This is an optimization exercise on Yosys and OpenROAD, whose aim is small area, a short achievable clock period and few clock cycles, not a production implementation.
In this exercise RTL edits were held to simulation tests only and were not proved equivalent to the original.
Power figures rest on the tool's default switching activity, not on a simulated workload.

==> run M <==
// sliding_window_event_assigner_core
module sliding_window_event_assigner_core (
	input  logic                              clk,
	input  logic                              arst_n,
	input  logic                              evt_valid,
	output logic                              evt_ready,
	input  logic [swea_pkg::TIME_W-1:0]       evt_stamp,
	input  logic [swea_pkg::REF_W-1:0]        evt_ref,
	input  logic [swea_pkg::TAG_W-1:0]        evt_tag,
	input  logic                              evt_eom,
	output logic                              res_valid,
	input  logic                              res_ready,
	output logic                              res_kind,
	output logic [swea_pkg::TIME_W-1:0]       res_window_id,
	output logic [swea_pkg::RANK_W-1:0]       res_rank,
	output logic [swea_pkg::REF_W-1:0]        res_ref,
	output logic [swea_pkg::TAG_W-1:0]        res_tag,
	output logic [swea_pkg::TIME_W-1:0]       res_span_low,
	output logic [swea_pkg::TIME_W-1:0]       res_span_high,
	output logic                              res_last,
	input  logic                              psel,
	input  logic                              penable,
	input  logic                              pwrite,
	input  logic [swea_pkg::ADDR_W-1:0]       paddr,
	input  logic [swea_pkg::DATA_W-1:0]       pwdata,
	output logic [swea_pkg::DATA_W-1:0]       prdata,
	output logic                              pready
);
export LEC_CHECK = 0
export CAP_MARGIN = 10
export CORE_MARGIN = 2
export CORE_UTILIZATION = 55
export SLEW_MARGIN = 10
create_clock -name core_clock -period 10.0 [get_ports {clk}]
standard.sh (not shown) runs the stock make flow with config.mk's settings and CLKGATE_MAP_FILE= SYNTH_SCRIPT=/design/flow/synth_recipe.tcl, a recipe that flattens the netlist after the stock synthesis.
==> flow/flow/run.sh <==
#!/bin/bash
set -euo pipefail
cd "$(dirname "$0")/.."
bash standard.sh SETUP_SLACK_MARGIN=6.5 "BUFFER_PORTS_ARGS=-buffer_cell sky130_fd_sc_hd__buf_1" finish > flow_standard.log 2>&1
==> run G (differences from run M) <==
==> flow/config.mk (replaced) <==
export PLATFORM = sky130hd
export DESIGN_NAME = sliding_window_event_assigner_core
export DESIGN_NICKNAME = sliding_window_event_assigner_core
export VERILOG_FILES = /design/flow/design.v
export SDC_FILE = /design/flow/constraint.sdc
export NUM_CORES = 4
export LEC_CHECK = 0
export CAP_MARGIN = 20
export CORE_MARGIN = 2
export CORE_UTILIZATION = 40
export SLEW_MARGIN = 20
==> run E (differences from run M) <==
--- a/flow/design.v
+++ b/flow/design.v
@@ -85,13 +85,13 @@
 	localparam logic [2:0] S_CCNT  = 3'd6;  
 	localparam logic [2:0] S_CMOD  = 3'd7;  
 	logic [TW-1:0] slide_q;
 	logic [TW-1:0] range_q;
 	logic [swea_pkg::RANK_CNT_W-1:0] rank_cnt_q;
 	logic [32:0] d3_q;    
-	logic szero_q;        
+	logic d0_q;           
 	logic d1_q;           
 	logic [2:0] skip_q;   
 	logic rzero_q;        
 	logic r1_q;           
 	logic [8:0] r_q;      
 	logic czero_q;        
@@ -159,13 +159,13 @@
 	logic [TW-1:0] d_c;
 	logic [32:0] s1;
 	logic [TW-1:0] low_nxt;
 	logic [TW-1:0] high_nxt;
 	logic emit_en;
 	logic [61:0] ld;
-	assign d = {slide_q[TW-1:1], slide_q[0] | szero_q};
+	assign d = {slide_q[TW-1:1], d0_q};
 	assign d_c = {slide_q[TW-1:1], slide_q[0] | (slide_q == '0)};
 	assign r_c = rank_cnt_q[8] ? 9'd256 : rank_cnt_q;
 	assign r = r_q;
 	assign dividend = cfg_q ? range_q : evt_stamp;
 	assign ld = {31'b0, dividend} << {skip_q, 1'b1};
 	swea_div u_div (
@@ -290,13 +290,13 @@
 				high_q <= high_nxt;
 			end
 		end
 	end
 	always_ff @(posedge clk) begin
 		if (st_q == S_CBEG) begin
-			szero_q <= slide_q == '0;
+			d0_q <= d_c[0];
 			d1_q <= slide_q[TW-1:1] == '0;
 			if (slide_q[TW-1:11] != '0) skip_q <= 3'd5;
 			else if (slide_q[10:9] != '0) skip_q <= 3'd4;
 			else if (slide_q[8:7] != '0) skip_q <= 3'd3;
 			else if (slide_q[6:5] != '0) skip_q <= 3'd2;
 			else if (slide_q[4:3] != '0) skip_q <= 3'd1;
@@ -313,15 +313,15 @@
 		end
 		if (st_q == S_CMOD && cnt_q[1:0] == 2'd0) begin
 			cm1mod_q <= m_nxt[4:0];
 		end
 		if (st_q == S_CBEG) cfg_q <= 1'b1;
 		if (st_q == S_CMOD && cnt_q[1:0] == 2'd0) cfg_q <= 1'b0;
-		if (idle_q || st_q == S_CLOAD) rem_q <= d1_q ? 31'b0 : ld[61:31];
-		else if (st_q == S_CBEG) rem_q <= d_c;
-		else rem_q <= step_rem;
+		if (st_q == S_STEP) rem_q <= step_rem;
+		else if (idle_q || st_q == S_CLOAD) rem_q <= d1_q ? 31'b0 : ld[61:31];
+		else rem_q <= d_c;
 		if (idle_q || st_q == S_CLOAD) begin
 			qr_q <= {ld[30:1], dividend[TW-1] & d1_q};
 			m_q <= {7'b0, dividend[TW-1] & d1_q & !r1_q};
 			cnt_q <= 4'd14 - {1'b0, skip_q};
 			fs_q <= 1'b1;
 		end else if (st_q == S_STEP) begin
==> flow/flow/run.sh (replaced) <==
#!/bin/bash
set -euo pipefail
cd "$(dirname "$0")/.."
bash standard.sh SETUP_SLACK_MARGIN=6.95 "BUFFER_PORTS_ARGS=-buffer_cell sky130_fd_sc_hd__buf_1" finish > flow_standard.log 2>&1
==> flow/config.mk (replaced) <==
export PLATFORM = sky130hd
export DESIGN_NAME = sliding_window_event_assigner_core
export DESIGN_NICKNAME = sliding_window_event_assigner_core
export VERILOG_FILES = /design/flow/design.v
export SDC_FILE = /design/flow/constraint.sdc
export NUM_CORES = 4
export LEC_CHECK = 0
export CAP_MARGIN = 20
export CORE_MARGIN = 2
export CORE_UTILIZATION = 40
export SLEW_MARGIN = 20
==> results by group <==
Drt
  • Final wirelength: 94100 µm
  • Vias per inst: between 6 and 7

Clocking
  • Post_cts resized: 111

Die
  • Full die area: about 56000 µm²

Timing
  • Minimum clock period after layout: 3600 ps

Outcome
  • Status: no timing/DRC/antenna violations

Logic synthesis
  • Synth Area in Adders: 9.99%
  • Top cells by area, synth: edfxtp_1 22%, ha_1 9.3%, dfrtp_1 9.1%, dfxtp_1 8.9%, mux2i_1 4.9%

Final layout
  • Most common cell after layout, fill and taps aside: buf_1

Setup path
  • CP endpoint kind: flop
Source of the figures above: run M

==> results by group <==
Outcome
  • Status: no timing/DRC/antenna violations

Global routing
  • Global Route Usage Sum: 25.0%

Die
  • Full die area: between 70000 and 80000 µm²

Logic synthesis
  • Top cells by area, synth: edfxtp_1 21%, ha_1 9.2%, dfrtp_1 8.9%, dfxtp_1 8.8%, a21oi_1 3.5%
  • Synth Area in Adders: just under 10%

Drt
  • Final wirelength: 103000 µm
  • Vias per inst: 5.63

Setup path
  • CP Class: flop to primary output
  • CP endpoint kind: primary output

Final layout
  • Most common cell after layout, fill and taps aside: edfxtp_1

Clocking
  • Post_cts resized: about 410

Power
  • P_seq: 3380 µW
  • Comb power: 7380 µW
Source of the figures above: run E

==> results by group <==
Drt
  • Final wirelength: roughly 90000 µm
  • Vias per inst: approximately 5.5

Setup path
  • CP endpoint kind: flop

Timing
  • Minimum clock period after layout: 3570 ps
  • Min Hold Slack: 448 ps

Logic synthesis
  • Top cells by area, synth: edfxtp_1 22%, ha_1 9.3%, dfrtp_1 9.1%, dfxtp_1 8.9%, mux2i_1 4.9%

Die
  • Initial core utilization: 40.2%
  • Full die area: 76700 µm²

Outcome
  • Status: no timing/DRC/antenna violations

Clocking
  • Post_cts resized: approximately 100
Source of the figures above: run G

Testbench counts of run M, summed over its fixed seeds: cycles 41,102.
Testbench counts of run G, summed over its fixed seeds: cycles 41,102.
Testbench counts of run E, summed over its fixed seeds: cycles 41,102.

re-timing with driven ports:
The flow's constraints put no driver on any port. The routed layouts listed below were extracted and timed again, unchanged, in two steps.
Step 1 sets driving cells, clkbuf_16 on the clock port and buf_2 on the other inputs (assumed; they add their load-dependent delay and slew).
Step 2 times the ports against the registers' clock, not the clock port: input delays grow and output delays shrink by t, the midpoint of the rising clock arrivals with the driver on.
Slacks: ideal ports / drivers / drivers and shift; pairs: ideal ports / drivers.
| run | shift t [ns] | slack for setup (ns) | hold WS [ns] | latest minus earliest clock arrival (ns) |
|---|---|---|---|---|
| run M | 0.684 | 6.399 / 6.399 / 5.976 | 0.460 / 0.460 / 0.460 | 0.032 / 0.032 |
| run G | 0.694 | 6.426 / 6.426 / 6.040 | 0.448 / 0.448 / 0.448 | 0.025 / 0.025 |
| run E | 0.685 | 6.731 / 6.665 / 6.257 | 0.483 / 0.483 / 0.483 | 0.028 / 0.028 |
After both steps setup and hold are still met in every run listed. For run E, which loses most, drivers alone change the setup slack by -0.066 ns; drivers and shift together by -0.474 ns.
